Background: an optimization exercise with open tools, aiming at small area. Do not read the settings as production practice.
Only simulation tests tie the RTL to the original design; equivalence was not proved.
Power is estimated from default activity; no workload was simulated.

==> design/flow/run.sh <==
#!/bin/bash
# synth_recipe.tcl (not shown) runs the flow's synth.tcl, then flattens the netlist and writes it again
# the make line also repeats each setting of config.mk as NAME=value (left out here)
make -C /OpenROAD-flow-scripts/flow DESIGN_CONFIG=/design/flow/config.mk WORK_HOME=/design/flow/orfs CLKGATE_MAP_FILE= SYNTH_SCRIPT=/design/flow/synth_recipe.tcl finish
==> design/flow/config.mk <==
export PLATFORM = sky130hd
export DESIGN_NAME = multicast_tree_member_table_unit
export DESIGN_NICKNAME = multicast_tree_member_table_unit
export VERILOG_FILES = /design/flow/design.v
export SDC_FILE = /design/flow/constraint.sdc
export NUM_CORES = 4
export LEC_CHECK = 0
export CAP_MARGIN = 20
export CORE_MARGIN = 2
export CORE_UTILIZATION = 40
export SLEW_MARGIN = 20
==> design/flow/constraint.sdc <==
create_clock -name core_clock -period 10.0 [get_ports {clk}]
set_input_delay 2.0000 -clock core_clock [delete_from_list [all_inputs] [get_ports {clk}]]
set_output_delay 2.0000 -clock core_clock [all_outputs]
set_load 0.01 [all_outputs]
==> design/flow/design.v <==
package mtmt_pkg;
    typedef logic [31:0] addr_t;
    typedef logic [9:0]  cost_t;
    typedef struct packed {
        cost_t cost;
        addr_t addr;
    } entry_t;
    typedef struct packed {
        logic shift;
        logic wr_en;
    } ring_ctl_t;
    localparam logic [2:0] ACT_LOAD   = 3'd0;
    localparam logic [2:0] ACT_TJOIN  = 3'd1;
    localparam logic [2:0] ACT_RJOIN  = 3'd2;
    localparam logic [2:0] ACT_CJOIN  = 3'd3;
    localparam logic [2:0] ACT_SEG    = 3'd4;
    localparam logic [2:0] ACT_TPRUNE = 3'd5;
    localparam logic [2:0] ACT_CPRUNE = 3'd6;
    localparam logic [2:0] ACT_DATA   = 3'd7;
    localparam logic [2:0] KIND_DONE         = 3'd0;
    localparam logic [2:0] KIND_JOIN_ROOT    = 3'd1;
    localparam logic [2:0] KIND_SEGMENT      = 3'd2;
    localparam logic [2:0] KIND_SEND_VECTOR  = 3'd3;
    localparam logic [2:0] KIND_JOIN_PARENT  = 3'd4;
    localparam logic [2:0] KIND_PRUNE_ROOT   = 3'd5;
    localparam logic [2:0] KIND_PRUNE_PARENT = 3'd6;
    localparam logic [2:0] KIND_FORWARD      = 3'd7;
    localparam logic [1:0] ST_OK      = 2'd0;
    localparam logic [1:0] ST_PRESENT = 2'd1;
    localparam logic [1:0] ST_FULL    = 2'd2;
    localparam logic [1:0] ST_IGNORED = 2'd3;
    localparam logic CFG_OWN_ADDR  = 1'b0;
    localparam logic CFG_ROOT_ADDR = 1'b1;
    localparam cost_t UNKNOWN_COST = 10'd999;
    localparam cost_t COST_MAX     = 10'd1023;
endpackage
module mtmt_cell #(
    parameter int W = 32
) (
    input  logic         clk,
    input  logic         shift,
    input  logic [W-1:0] din,
    output logic [W-1:0] q
);
    logic [W-1:0] q_reg;
    always_ff @(posedge clk)
    begin
        if (shift)
        begin
            q_reg <= din;
        end
    end
    assign q = q_reg;
endmodule
module mtmt_ring
#(
    parameter int W = 32,
    parameter int N = 16
) (
    input  logic         clk,
    input  mtmt_pkg::ring_ctl_t ctl,
    input  logic [W-1:0] wr_data,
    output logic [W-1:0] head
);
    logic [W-1:0] q [N];
    logic [W-1:0] feed;
    assign feed = ctl.wr_en ? wr_data : q[0];
    assign head = q[0];
    for (genvar i = 0; i < N; i++)
    begin : g_cell
        mtmt_cell #(.W(W)) u_cell (
            .clk   (clk),
            .shift (ctl.shift),
            .din   ((i == N - 1) ? feed : q[(i + 1) % N]),
            .q     (q[i])
        );
    end
endmodule
module multicast_tree_member_table_unit
#(
    parameter int MAX_MEMBERS = 16
) (
    input  logic         clk,
    input  logic         rst_n,
    input  logic         s_tvalid,
    output logic         s_tready,
    input  logic [47:0]  s_tdata,    
    input  logic [2:0]   s_tuser,    
    output logic         m_tvalid,
    input  logic         m_tready,
    output logic [111:0] m_tdata,    
    output logic [2:0]   m_tuser,    
    output logic         m_tlast,
    input  logic         cfg_valid,
    output logic         cfg_ready,
    input  logic         cfg_index,
    input  logic [31:0]  cfg_data
);
    localparam int IW = $clog2(MAX_MEMBERS);
    localparam int CW = $clog2(MAX_MEMBERS + 1);
    localparam int RW = $clog2(2 * MAX_MEMBERS + 2);
    localparam int EW = 42;   
    localparam logic [3:0] S_IDLE   = 4'd0;
    localparam logic [3:0] S_SCAN   = 4'd1;
    localparam logic [3:0] S_DECIDE = 4'd2;
    localparam logic [3:0] S_UPDATE = 4'd3;
    localparam logic [3:0] S_ONE    = 4'd4;
    localparam logic [3:0] S_TWO    = 4'd5;
    localparam logic [3:0] S_RT     = 4'd6;
    localparam logic [3:0] S_RC1    = 4'd7;
    localparam logic [3:0] S_RC2    = 4'd8;
    localparam logic [IW-1:0] POS_LAST = IW'(MAX_MEMBERS - 1);
    localparam logic [CW-1:0] CNT_FULL = CW'(MAX_MEMBERS);
    logic [3:0]    state_reg, state_next;
    logic [IW-1:0] pos_reg, pos_next;
    logic [2:0]    act_reg, act_next;
    mtmt_pkg::addr_t         addr_reg;
    mtmt_pkg::addr_t         addr_next;
    mtmt_pkg::cost_t         val_reg;
    mtmt_pkg::cost_t         val_next;
    mtmt_pkg::addr_t         own_reg;
    mtmt_pkg::addr_t         own_next;
    mtmt_pkg::addr_t         root_reg;
    mtmt_pkg::addr_t         root_next;
    logic [CW-1:0] lcnt_reg, lcnt_next, tcnt_reg, tcnt_next, ccnt_reg, ccnt_next;
    mtmt_pkg::cost_t         path_reg;
    mtmt_pkg::cost_t         path_next;
    mtmt_pkg::addr_t         parent_reg;
    mtmt_pkg::addr_t         parent_next;
    logic          seen_reg, seen_next;
    logic [31:0]   seq_reg, seq_next;
    logic          lk_hit_reg, lk_hit_next, tm_hit_reg, tm_hit_next;
    logic          ch_hit_reg, ch_hit_next;
    mtmt_pkg::cost_t         lk_cost_reg;
    mtmt_pkg::cost_t         lk_cost_next;
    logic [IW-1:0] tm_idx_reg, tm_idx_next, ch_idx_reg, ch_idx_next;
    mtmt_pkg::addr_t         tm_last_reg;
    mtmt_pkg::addr_t         tm_last_next;
    mtmt_pkg::entry_t        ch_last_reg;
    mtmt_pkg::entry_t        ch_last_next;
    logic [1:0]    st_reg, st_next;
    logic [2:0]    one_kind_reg, one_kind_next, two_kind_reg, two_kind_next;
    mtmt_pkg::addr_t         one_dest_reg;
    mtmt_pkg::addr_t         one_dest_next;
    mtmt_pkg::addr_t         two_dest_reg;
    mtmt_pkg::addr_t         two_dest_next;
    mtmt_pkg::addr_t         one_seg_reg;
    mtmt_pkg::addr_t         one_seg_next;
    logic          go_one_reg, go_one_next, go_two_reg, go_two_next;
    logic          go_rc1_reg, go_rc1_next, go_rc2_reg, go_rc2_next;
    logic [RW-1:0] remain_reg, remain_next;
    logic          l_we_reg, l_we_next, t_we_reg, t_we_next, c_we_reg, c_we_next;
    logic [IW-1:0] l_wpos_reg, l_wpos_next, t_wpos_reg, t_wpos_next;
    logic [IW-1:0] c_wpos_reg, c_wpos_next;
    mtmt_pkg::entry_t        l_wdata_reg;
    mtmt_pkg::entry_t        l_wdata_next;
    mtmt_pkg::entry_t        c_wdata_reg;
    mtmt_pkg::entry_t        c_wdata_next;
    mtmt_pkg::addr_t         t_wdata_reg;
    mtmt_pkg::addr_t         t_wdata_next;
    logic          out_valid_reg, out_valid_next, out_last_reg, out_last_next;
    logic [2:0]    out_kind_reg, out_kind_next;
    mtmt_pkg::addr_t         out_dest_reg;
    mtmt_pkg::addr_t         out_dest_next;
    mtmt_pkg::addr_t         out_seg_reg;
    mtmt_pkg::addr_t         out_seg_next;
    mtmt_pkg::cost_t         out_cost_reg;
    mtmt_pkg::cost_t         out_cost_next;
    logic [1:0]    out_st_reg, out_st_next;
    logic [31:0]   out_seq_reg, out_seq_next;
    mtmt_pkg::ring_ctl_t     l_ctl;
    mtmt_pkg::ring_ctl_t     t_ctl;
    mtmt_pkg::ring_ctl_t     c_ctl;
    logic [EW-1:0] l_head_raw, c_head_raw;
    logic [31:0]   t_head;
    mtmt_pkg::entry_t        l_head;
    mtmt_pkg::entry_t        c_head;
    logic          shift, free;
    logic [CW-1:0] pos_ext;
    assign l_head = mtmt_pkg::entry_t'(l_head_raw);
    assign c_head = mtmt_pkg::entry_t'(c_head_raw);
    assign free    = !out_valid_reg || m_tready;
    assign pos_ext = CW'(pos_reg);
    assign shift = (state_reg == S_SCAN) || (state_reg == S_UPDATE) ||
                   (((state_reg == S_RT) || (state_reg == S_RC1) || (state_reg == S_RC2))
                    && free);
    assign l_ctl = {shift, (state_reg == S_UPDATE) && l_we_reg && (pos_reg == l_wpos_reg)};
    assign t_ctl = {shift, (state_reg == S_UPDATE) && t_we_reg && (pos_reg == t_wpos_reg)};
    assign c_ctl = {shift, (state_reg == S_UPDATE) && c_we_reg && (pos_reg == c_wpos_reg)};
    mtmt_ring #(.W(EW), .N(MAX_MEMBERS)) u_link_ring (
        .clk(clk), .ctl(l_ctl), .wr_data(l_wdata_reg), .head(l_head_raw)
    );
    mtmt_ring #(.W(32), .N(MAX_MEMBERS)) u_term_ring (
        .clk(clk), .ctl(t_ctl), .wr_data(t_wdata_reg), .head(t_head)
    );
    mtmt_ring #(.W(EW), .N(MAX_MEMBERS)) u_child_ring (
        .clk(clk), .ctl(c_ctl), .wr_data(c_wdata_reg), .head(c_head_raw)
    );
    assign s_tready  = (state_reg == S_IDLE);
    assign cfg_ready = 1'b1;
    assign m_tvalid  = out_valid_reg;
    assign m_tlast   = out_last_reg;
    assign m_tuser   = out_kind_reg;
    assign m_tdata   = {4'd0, out_seq_reg, out_st_reg, out_cost_reg, out_seg_reg, out_dest_reg};
    always_comb
    begin
        logic          is_root, emit;
        mtmt_pkg::addr_t         cur_par;
        logic [10:0]   sum;
        mtmt_pkg::cost_t         score;
        mtmt_pkg::cost_t         cur_cost;
        logic [CW-1:0] nt, nc;
        logic [2:0]    e_kind;
        mtmt_pkg::addr_t         e_dest;
        mtmt_pkg::addr_t         e_seg;
        mtmt_pkg::cost_t         e_cost;
        state_next = state_reg;  pos_next = pos_reg;
        act_next = act_reg;  addr_next = addr_reg;  val_next = val_reg;
        own_next = own_reg;  root_next = root_reg;
        lcnt_next = lcnt_reg;  tcnt_next = tcnt_reg;  ccnt_next = ccnt_reg;
        path_next = path_reg;  parent_next = parent_reg;  seen_next = seen_reg;
        seq_next = seq_reg;
        lk_hit_next = lk_hit_reg;  tm_hit_next = tm_hit_reg;  ch_hit_next = ch_hit_reg;
        lk_cost_next = lk_cost_reg;  tm_idx_next = tm_idx_reg;  ch_idx_next = ch_idx_reg;
        tm_last_next = tm_last_reg;  ch_last_next = ch_last_reg;
        st_next = st_reg;  one_kind_next = one_kind_reg;  two_kind_next = two_kind_reg;
        one_dest_next = one_dest_reg;  two_dest_next = two_dest_reg;
        one_seg_next = one_seg_reg;
        go_one_next = go_one_reg;  go_two_next = go_two_reg;
        go_rc1_next = go_rc1_reg;  go_rc2_next = go_rc2_reg;
        remain_next = remain_reg;
        l_we_next = l_we_reg;  t_we_next = t_we_reg;  c_we_next = c_we_reg;
        l_wpos_next = l_wpos_reg;  t_wpos_next = t_wpos_reg;  c_wpos_next = c_wpos_reg;
        l_wdata_next = l_wdata_reg;  t_wdata_next = t_wdata_reg;
        c_wdata_next = c_wdata_reg;
        out_valid_next = out_valid_reg && !m_tready;
        out_last_next = out_last_reg;  out_kind_next = out_kind_reg;
        out_dest_next = out_dest_reg;  out_seg_next = out_seg_reg;
        out_cost_next = out_cost_reg;  out_st_next = out_st_reg;
        out_seq_next = out_seq_reg;
        is_root  = (own_reg == root_reg);
        cur_par  = (parent_reg == '0) ? root_reg : parent_reg;
        cur_cost = is_root ? '0 : path_reg;
        sum      = {1'b0, val_reg} + {1'b0, (lk_hit_reg ? lk_cost_reg : mtmt_pkg::UNKNOWN_COST)};
        score    = sum[10] ? mtmt_pkg::COST_MAX : sum[9:0];
        nt       = tcnt_reg;
        nc       = ccnt_reg;
        emit     = 1'b0;
        e_kind   = mtmt_pkg::KIND_DONE;
        e_dest   = '0;
        e_seg    = '0;
        e_cost   = '0;
        if (cfg_valid)
        begin
            if (cfg_index == mtmt_pkg::CFG_OWN_ADDR)
            begin
                own_next = cfg_data;
            end
            else
            begin
                root_next = cfg_data;
            end
        end
        unique case (state_reg)
            S_IDLE:
            begin
                if (s_tvalid)
                begin
                    act_next    = s_tuser;
                    addr_next   = s_tdata[31:0];
                    val_next    = s_tdata[41:32];
                    lk_hit_next = 1'b0;
                    tm_hit_next = 1'b0;
                    ch_hit_next = 1'b0;
                    pos_next    = '0;
                    state_next  = S_SCAN;
                end
            end
            S_SCAN:
            begin
                if ((pos_ext < lcnt_reg) && (l_head.addr == addr_reg) && !lk_hit_reg)
                begin
                    lk_hit_next  = 1'b1;
                    lk_cost_next = l_head.cost;
                end
                if ((pos_ext < tcnt_reg) && (t_head == addr_reg))
                begin
                    tm_hit_next = 1'b1;
                    tm_idx_next = pos_reg;
                end
                if (pos_ext + CW'(1) == tcnt_reg)
                begin
                    tm_last_next = t_head;
                end
                if ((pos_ext < ccnt_reg) && (c_head.addr == addr_reg))
                begin
                    ch_hit_next = 1'b1;
                    ch_idx_next = pos_reg;
                end
                if (pos_ext + CW'(1) == ccnt_reg)
                begin
                    ch_last_next = c_head;
                end
                pos_next = pos_reg + IW'(1);
                if (pos_reg == POS_LAST)
                begin
                    pos_next   = '0;
                    state_next = S_DECIDE;
                end
            end
            S_DECIDE:
            begin
                st_next = mtmt_pkg::ST_OK;
                go_one_next = 1'b1;
                go_two_next = 1'b0;
                go_rc1_next = 1'b0;
                go_rc2_next = 1'b0;
                one_kind_next = mtmt_pkg::KIND_DONE;
                one_dest_next = '0;
                one_seg_next = '0;
                remain_next = RW'(1);
                l_we_next = 1'b0;
                t_we_next = 1'b0;
                c_we_next = 1'b0;
                unique case (act_reg)
                    mtmt_pkg::ACT_LOAD:
                    begin
                        if (lcnt_reg == CNT_FULL)
                        begin
                            st_next = mtmt_pkg::ST_FULL;
                        end
                        else
                        begin
                            l_we_next    = 1'b1;
                            l_wpos_next  = IW'(lcnt_reg);
                            l_wdata_next = {val_reg, addr_reg};
                            lcnt_next    = lcnt_reg + CW'(1);
                            if ((addr_reg == root_reg) && !seen_reg)
                            begin
                                path_next = val_reg;
                                seen_next = 1'b1;
                            end
                        end
                    end
                    mtmt_pkg::ACT_TJOIN:
                    begin
                        if (tm_hit_reg)
                        begin
                            st_next = mtmt_pkg::ST_PRESENT;
                        end
                        else if (tcnt_reg == CNT_FULL)
                        begin
                            st_next = mtmt_pkg::ST_FULL;
                        end
                        else
                        begin
                            t_we_next    = 1'b1;
                            t_wpos_next  = IW'(tcnt_reg);
                            t_wdata_next = addr_reg;
                            tcnt_next    = tcnt_reg + CW'(1);
                        end
                        one_kind_next = mtmt_pkg::KIND_JOIN_ROOT;
                        one_dest_next = root_reg;
                    end
                    mtmt_pkg::ACT_RJOIN:
                    begin
                        if (!is_root)
                        begin
                            st_next = mtmt_pkg::ST_IGNORED;
                        end
                        else
                        begin
                            if (ch_hit_reg)
                            begin
                                st_next = mtmt_pkg::ST_PRESENT;
                            end
                            else if (ccnt_reg == CNT_FULL)
                            begin
                                st_next = mtmt_pkg::ST_FULL;
                            end
                            else
                            begin
                                c_we_next    = 1'b1;
                                c_wpos_next  = IW'(ccnt_reg);
                                c_wdata_next = {(lk_hit_reg ? lk_cost_reg : mtmt_pkg::cost_t'(1)), addr_reg};
                                nc           = ccnt_reg + CW'(1);
                                ccnt_next    = nc;
                            end
                            one_kind_next = mtmt_pkg::KIND_SEGMENT;
                            one_seg_next  = own_reg;
                            go_rc1_next   = (nc != '0);
                            go_rc2_next   = (nc != '0);
                            remain_next   = RW'({nc, 1'b0}) + RW'(1);
                        end
                    end
                    mtmt_pkg::ACT_CJOIN:
                    begin
                        if (ch_hit_reg)
                        begin
                            st_next = mtmt_pkg::ST_PRESENT;
                        end
                        else if (ccnt_reg == CNT_FULL)
                        begin
                            st_next = mtmt_pkg::ST_FULL;
                        end
                        else
                        begin
                            c_we_next    = 1'b1;
                            c_wpos_next  = IW'(ccnt_reg);
                            c_wdata_next = {mtmt_pkg::cost_t'(1), addr_reg};
                            ccnt_next    = ccnt_reg + CW'(1);
                        end
                    end
                    mtmt_pkg::ACT_SEG:
                    begin
                        if ((addr_reg == own_reg) || (score > cur_cost) ||
                            ((score == cur_cost) && (cur_par != addr_reg)))
                        begin
                            st_next = mtmt_pkg::ST_IGNORED;
                        end
                        else
                        begin
                            parent_next = addr_reg;
                            path_next   = score;
                            if (cur_par != addr_reg)
                            begin
                                one_kind_next = mtmt_pkg::KIND_JOIN_PARENT;
                                one_dest_next = addr_reg;
                                two_kind_next = (cur_par == root_reg) ? mtmt_pkg::KIND_PRUNE_ROOT
                                                                      : mtmt_pkg::KIND_PRUNE_PARENT;
                                two_dest_next = cur_par;
                                go_two_next   = 1'b1;
                                remain_next   = RW'(2);
                            end
                        end
                    end
                    mtmt_pkg::ACT_TPRUNE, mtmt_pkg::ACT_CPRUNE:
                    begin
                        if (act_reg == mtmt_pkg::ACT_TPRUNE)
                        begin
                            if (tm_hit_reg)
                            begin
                                t_we_next    = 1'b1;
                                t_wpos_next  = tm_idx_reg;
                                t_wdata_next = tm_last_reg;
                                nt           = tcnt_reg - CW'(1);
                                tcnt_next    = nt;
                            end
                            st_next = tm_hit_reg ? mtmt_pkg::ST_OK : mtmt_pkg::ST_IGNORED;
                        end
                        else
                        begin
                            if (ch_hit_reg)
                            begin
                                c_we_next    = 1'b1;
                                c_wpos_next  = ch_idx_reg;
                                c_wdata_next = ch_last_reg;
                                nc           = ccnt_reg - CW'(1);
                                ccnt_next    = nc;
                            end
                            st_next = ch_hit_reg ? mtmt_pkg::ST_OK : mtmt_pkg::ST_IGNORED;
                        end
                        if ((nt == '0) && (nc == '0) && !is_root)
                        begin
                            one_kind_next = (cur_par == root_reg) ? mtmt_pkg::KIND_PRUNE_ROOT
                                                                  : mtmt_pkg::KIND_PRUNE_PARENT;
                            one_dest_next = cur_par;
                        end
                    end
                    mtmt_pkg::ACT_DATA:
                    begin
                        seq_next    = seq_reg + 32'd1;
                        remain_next = RW'(tcnt_reg) + RW'(ccnt_reg) - RW'(ch_hit_reg);
                        if ((tcnt_reg != '0) || (ccnt_reg != '0 && !(ccnt_reg == CW'(1)
                                                                     && ch_hit_reg)))
                        begin
                            go_one_next = 1'b0;
                            go_rc1_next = 1'b1;
                        end
                        else
                        begin
                            remain_next = RW'(1);
                        end
                    end
                    default:
                    begin
                    end
                endcase
                state_next = S_UPDATE;
            end
            S_UPDATE:
            begin
                pos_next = pos_reg + IW'(1);
                if (pos_reg == POS_LAST)
                begin
                    pos_next   = '0;
                    state_next = go_one_reg ? S_ONE : S_RT;
                end
            end
            S_ONE:
            begin
                if (free)
                begin
                    emit   = 1'b1;
                    e_kind = one_kind_reg;
                    e_dest = one_dest_reg;
                    e_seg  = one_seg_reg;
                    state_next = go_two_reg ? S_TWO : (go_rc1_reg ? S_RC1 : S_IDLE);
                end
            end
            S_TWO:
            begin
                if (free)
                begin
                    emit   = 1'b1;
                    e_kind = two_kind_reg;
                    e_dest = two_dest_reg;
                    state_next = S_IDLE;
                end
            end
            S_RT, S_RC1, S_RC2:
            begin
                if (free)
                begin
                    if (state_reg == S_RT)
                    begin
                        emit   = (pos_ext < tcnt_reg);
                        e_kind = mtmt_pkg::KIND_FORWARD;
                        e_dest = t_head;
                    end
                    else if (state_reg == S_RC2)
                    begin
                        emit   = (pos_ext < ccnt_reg);
                        e_kind = mtmt_pkg::KIND_SEND_VECTOR;
                        e_dest = c_head.addr;
                    end
                    else if (act_reg == mtmt_pkg::ACT_DATA)
                    begin
                        emit   = (pos_ext < ccnt_reg) && (c_head.addr != addr_reg);
                        e_kind = mtmt_pkg::KIND_FORWARD;
                        e_dest = c_head.addr;
                    end
                    else
                    begin
                        emit   = (pos_ext < ccnt_reg);
                        e_kind = mtmt_pkg::KIND_SEGMENT;
                        e_seg  = c_head.addr;
                        e_cost = c_head.cost;
                    end
                    pos_next = pos_reg + IW'(1);
                    if (pos_reg == POS_LAST)
                    begin
                        pos_next = '0;
                        if (state_reg == S_RT)
                        begin
                            state_next = S_RC1;
                        end
                        else if ((state_reg == S_RC1) && go_rc2_reg)
                        begin
                            state_next = S_RC2;
                        end
                        else
                        begin
                            state_next = S_IDLE;
                        end
                    end
                end
            end
            default:
            begin
                state_next = S_IDLE;
            end
        endcase
        if (emit)
        begin
            out_valid_next = 1'b1;
            out_last_next  = (remain_reg == RW'(1));
            remain_next    = remain_reg - RW'(1);
            out_kind_next  = e_kind;
            out_dest_next  = e_dest;
            out_seg_next   = e_seg;
            out_cost_next  = e_cost;
            out_st_next    = st_reg;
            out_seq_next   = (act_reg == mtmt_pkg::ACT_DATA) ? seq_reg : 32'd0;
        end
    end
    always_ff @(posedge clk or negedge rst_n)
    begin
        if (!rst_n)
        begin
            state_reg     <= S_IDLE;
            pos_reg       <= '0;
            own_reg       <= '0;
            root_reg      <= '0;
            lcnt_reg      <= '0;
            tcnt_reg      <= '0;
            ccnt_reg      <= '0;
            path_reg      <= mtmt_pkg::UNKNOWN_COST;
            parent_reg    <= '0;
            seen_reg      <= 1'b0;
            seq_reg       <= '0;
            out_valid_reg <= 1'b0;
            remain_reg    <= '0;
            go_one_reg    <= 1'b0;
            go_two_reg    <= 1'b0;
            go_rc1_reg    <= 1'b0;
            go_rc2_reg    <= 1'b0;
            l_we_reg      <= 1'b0;
            t_we_reg      <= 1'b0;
            c_we_reg      <= 1'b0;
        end
        else
        begin
            state_reg     <= state_next;
            pos_reg       <= pos_next;
            own_reg       <= own_next;
            root_reg      <= root_next;
            lcnt_reg      <= lcnt_next;
            tcnt_reg      <= tcnt_next;
            ccnt_reg      <= ccnt_next;
            path_reg      <= path_next;
            parent_reg    <= parent_next;
            seen_reg      <= seen_next;
            seq_reg       <= seq_next;
            out_valid_reg <= out_valid_next;
            remain_reg    <= remain_next;
            go_one_reg    <= go_one_next;
            go_two_reg    <= go_two_next;
            go_rc1_reg    <= go_rc1_next;
            go_rc2_reg    <= go_rc2_next;
            l_we_reg      <= l_we_next;
            t_we_reg      <= t_we_next;
            c_we_reg      <= c_we_next;
        end
    end
    always_ff @(posedge clk)
    begin
        act_reg      <= act_next;
        addr_reg     <= addr_next;
        val_reg      <= val_next;
        lk_hit_reg   <= lk_hit_next;
        tm_hit_reg   <= tm_hit_next;
        ch_hit_reg   <= ch_hit_next;
        lk_cost_reg  <= lk_cost_next;
        tm_idx_reg   <= tm_idx_next;
        ch_idx_reg   <= ch_idx_next;
        tm_last_reg  <= tm_last_next;
        ch_last_reg  <= ch_last_next;
        st_reg       <= st_next;
        one_kind_reg <= one_kind_next;
        two_kind_reg <= two_kind_next;
        one_dest_reg <= one_dest_next;
        two_dest_reg <= two_dest_next;
        one_seg_reg  <= one_seg_next;
        l_wpos_reg   <= l_wpos_next;
        t_wpos_reg   <= t_wpos_next;
        c_wpos_reg   <= c_wpos_next;
        l_wdata_reg  <= l_wdata_next;
        t_wdata_reg  <= t_wdata_next;
        c_wdata_reg  <= c_wdata_next;
        out_last_reg <= out_last_next;
        out_kind_reg <= out_kind_next;
        out_dest_reg <= out_dest_next;
        out_seg_reg  <= out_seg_next;
        out_cost_reg <= out_cost_next;
        out_st_reg   <= out_st_next;
        out_seq_reg  <= out_seq_next;
    end
endmodule
==> impl_metrics.toml <==
[cells_and_area]
stdcell_count = 7934
final_common_cell = "edfxtp_1"
fin_nets = 5024
drive_gt1_frac = 0.138
final_cell_mix = "2,339 x edfxtp_1, 287 x nand2_1, 279 x clkbuf_16"
nFillCells = 18200
syn_to_final_growth_pct = 16.2

[clock_tree]
insertion_delay_ps = 910
cts_buffers = 274
numClockSinks = 2515
ctsResizeCount = 0
htreeDepth = 5
cts.clk_slew.worst_paths_ps = 60
cts.hold.buffers_added = 0
cts_tree = "yes"
clockBufferDepth = 4
cts-root-buf = "clkbuf_16"
cts_setup_buffers = 0

[setup_path]
cp.buffers_inverters = 2
critical_path.endpoint = "path_reg[4]$_DFFE_PN0P_"
slowest_stage = "edfxtp_1"
cp-end-kind = "register"
crit_fanout = 48
path_depth = 21
crit-reg2reg-launch = "lk_hit_reg$_DFFE_PP_"
crit_type = "reg2reg"
r2r_slack_ps = 3470
path_cells = "nor2b_1, inv_1, ha_1, fa_1, a21oi_1, o211ai_1, o41ai_1, nor2b_1, o21a_1, nor2_1, nand2_1, ha_1, a21o_1, a21o_1, a211o_1, a21oi_1, o32ai_1, a211oi_4, buf_4, nand2b_1, mux2_1"
reg2reg_depth = 21
crit_arrival_ps = 7300
timing.rr.end = "path_reg[4]$_DFFE_PN0P_"
critical_path.max_stage_delay_ps = 710
startpoint = "lk_hit_reg$_DFFE_PP_"
required_ps = 10770
crit_family = "compound AO/OA/AOI/OAI gates"
cp-start-kind = "register"

[route]
wire_per_inst_um = 24.8
vias = 41100
via_per_inst = 5.18
drtIter0Drc = 4537
ant_nets = 0
drtPass1Iterations = 6
postRouteWirelength_um = 196000
drc = 0

[placement]
pre_cts_slack_ps = 3280
place.gp.congestion = 0.908
io_buffers = 196
dp.cells = 7474
place_hpwl_um = 125000

[synth]
syn-cell-area_mm2 = 0.0880
synth.distinct_cells = 79
yosys_register_bits = 2515
synth-edff-count = 2339
yosysSeqAreaShare = 0.848
synth_ff_type = "edfxtp_1"
synth_warnings = 7
async_reset_ff_frac = 0.0700
syn_avg_cell_area_um2 = 19.6
syn_inst = 4492

[power]
finalPower_mw = 22.3
vdd_ir_drop_max_uv = 161
p_per_area_mw_per_mm2 = 218
leakage_nw = 29.2

[floorplanning]
io-pin-count = 208
initial_core_util = 0.401
design.die.area_mm2 = 0.224
coreArea_mm2 = 0.219
die_width_um = 473
rows = 172
floorplan.die.height_um = 473

[sta]
rsz0062_at_grt = "false"
worst_slew_pin_slew_ps = 1140
slew_headroom = 0.236
setup_slack_ps = 3470
fin_crit_sh = 0.653
fin_crit_ps = 6530
worst_clock_skew_ps = 68.0
fmax_mhz = 153
hold_violations = 0
setup_viol = 0
slew_viol_final = 0

[global_route]
grt_pass1_wl_um = 278000
grt_usage = 0.172
grt_max_degree = 205
antenna_found_initial = 21
grt_pass1_vias = 39500
grt-ovfl-total = 0

[min_path]
min-delay-path-class = "reg2reg"

[run_status]
status = "finished clean"

[run]
drv_cap = 0
[Yosys cell counts (all sizes together) (4+ instances only)]
cell | number | area [µm²]
nor2 | 79 | 314
inv | 95 | 357
mux2 | 203 | 2290
xor2 | 91 | 797
o221ai | 10 | 87.6
nand4 | 52 | 338
a21oi | 41 | 205
a21o | 24 | 180
a22oi | 72 | 541
dfrtp | 168 | 4200
a22o | 48 | 420
edfxtp | 2339 | 70200
mux2i | 10 | 100
nor4 | 43 | 288
nand3 | 32 | 160
o21ai | 98 | 490
nor3 | 50 | 250
o31ai | 11 | 82.6
and4 | 8 | 70.1
a221oi | 6 | 52.6
ha | 53 | 663
o211ai | 4 | 30.0
buf | 38 | 198
a221o | 34 | 340
nor2b | 9 | 56.3
a31o | 5 | 43.8
or3 | 6 | 37.5
xnor2 | 207 | 1810
dfstp | 8 | 210
and2 | 78 | 488
o21a | 9 | 67.6
nand2b | 18 | 113
clkbuf | 139 | 523
o22ai | 16 | 100
nand2 | 291 | 1090
and3 | 28 | 175
a211oi | 7 | 57.6
o2111ai | 5 | 43.8
a31oi | 12 | 75.1
[final cells by class]
type,instances,area [µm²],area share
tap,2871,3590,0.0351
sequential,2515,74700,0.730
clock buffer,342,7250,0.0709
timing repair buffer,286,2730,0.0267
antenna,4,10.0,0.0000979
clock inverter,113,1200,0.0118
multi-input combinational,1707,12400,0.122
inverter,96,380,0.00372
[worst min path at each step]
stage | from | endpoint | slack, ps | cells past startpoint
finish | u_link_ring.g_cell[9].u_cell.q_reg[28]$_DFFE_PP_ | u_link_ring.g_cell[8].u_cell.q_reg[28]$_DFFE_PP_ | 380 | 0
global route | u_link_ring.g_cell[4].u_cell.q_reg[9]$_DFFE_PP_ | u_link_ring.g_cell[3].u_cell.q_reg[9]$_DFFE_PP_ | 380 | 0
CTS | u_link_ring.g_cell[4].u_cell.q_reg[9]$_DFFE_PP_ | u_link_ring.g_cell[3].u_cell.q_reg[9]$_DFFE_PP_ | 380 | 0
detailed placement | u_child_ring.g_cell[1].u_cell.q_reg[4]$_DFFE_PP_ | u_child_ring.g_cell[0].u_cell.q_reg[4]$_DFFE_PP_ | 400 | 0
global placement | u_link_ring.g_cell[10].u_cell.q_reg[5]$_DFFE_PP_ | u_link_ring.g_cell[9].u_cell.q_reg[5]$_DFFE_PP_ | 400 | 0
floorplan | st_reg[0]$_DFFE_PP_ | out_st_reg[0]$_DFFE_PP_ | 400 | 0
[routing by layer]
layer	track usage	part of all wire	up-vias
met2	0.252	0.44	1483
met4	0.0633	0.035	0
met5	0	0	-
li1	-	-	18000
met1	0.258	0.46	21100
met3	0.0300	0.062	386
[stage by stage]
step,utilization,instance area [µm²],hold WS (ps),TNS (ps)
3_3_place_gp,0.428,93800,400,0
2_1_floorplan,-,88100,400,-59990
3_5_place_dp,0.428,93800,405,0
6_report,0.466,102000,383,0
4_1_cts,0.466,102000,379,0
5_1_grt,0.466,102000,381,0
[logic make-up after synthesis]
group / after synthesis / share of synthesized area
AO/OA/AOI/OAI: 433 / 0.0353
other: 2 / 0.0000853
flip-flops: 2515 / 0.848
XOR/XNOR: 298 / 0.0297
multiplexers: 213 / 0.0271
AND/OR/NAND/NOR: 703 / 0.0393
buffers and inverters: 273 / 0.0123
adder cells (fa/ha/maj): 55 / 0.00799
[where the power goes]
| part | total [mW] | switching (mW) | internal, mW |
|---|---|---|---|
| Sequential | 11.8 | 0.110 | 11.7 |
| Clock | 9.63 | 3.87 | 5.76 |
| Combinational | 0.886 | 0.653 | 0.232 |

[static timing again, ports no longer ideal]
No port has a modelled driver above. Below, the same layout with a new extraction and two added sets of constraints.
Step 1 (the two cells are an assumption about what drives the block):
set clk [get_ports {clk}]
set_driving_cell -lib_cell sky130_fd_sc_hd__clkbuf_16 $clk
set_driving_cell -lib_cell sky130_fd_sc_hd__buf_2 [delete_from_list [all_inputs] $clk]
Step 2 adds t to the input delays and takes it off the output delays; t is the mean of the earliest and latest rising clock arrival at the registers after step 1. Input paths then give back, and output paths get back, about the clock's delay inside the block.
Three values: ideal, step 1, step 2; two values: the first two.
t, ns: 0.967
setup slack, ns: 3.468 / 3.468 / 3.468
worst setup path at the end: register to register
worst register clock-pin slew, ns: 0.07 / 0.07
worst data-port slew with drivers (ns): 0.10
After both steps setup and hold are still met in this run. The setup slack of this run moves by 0.000 ns with the drivers and by 0.000 ns with both steps.
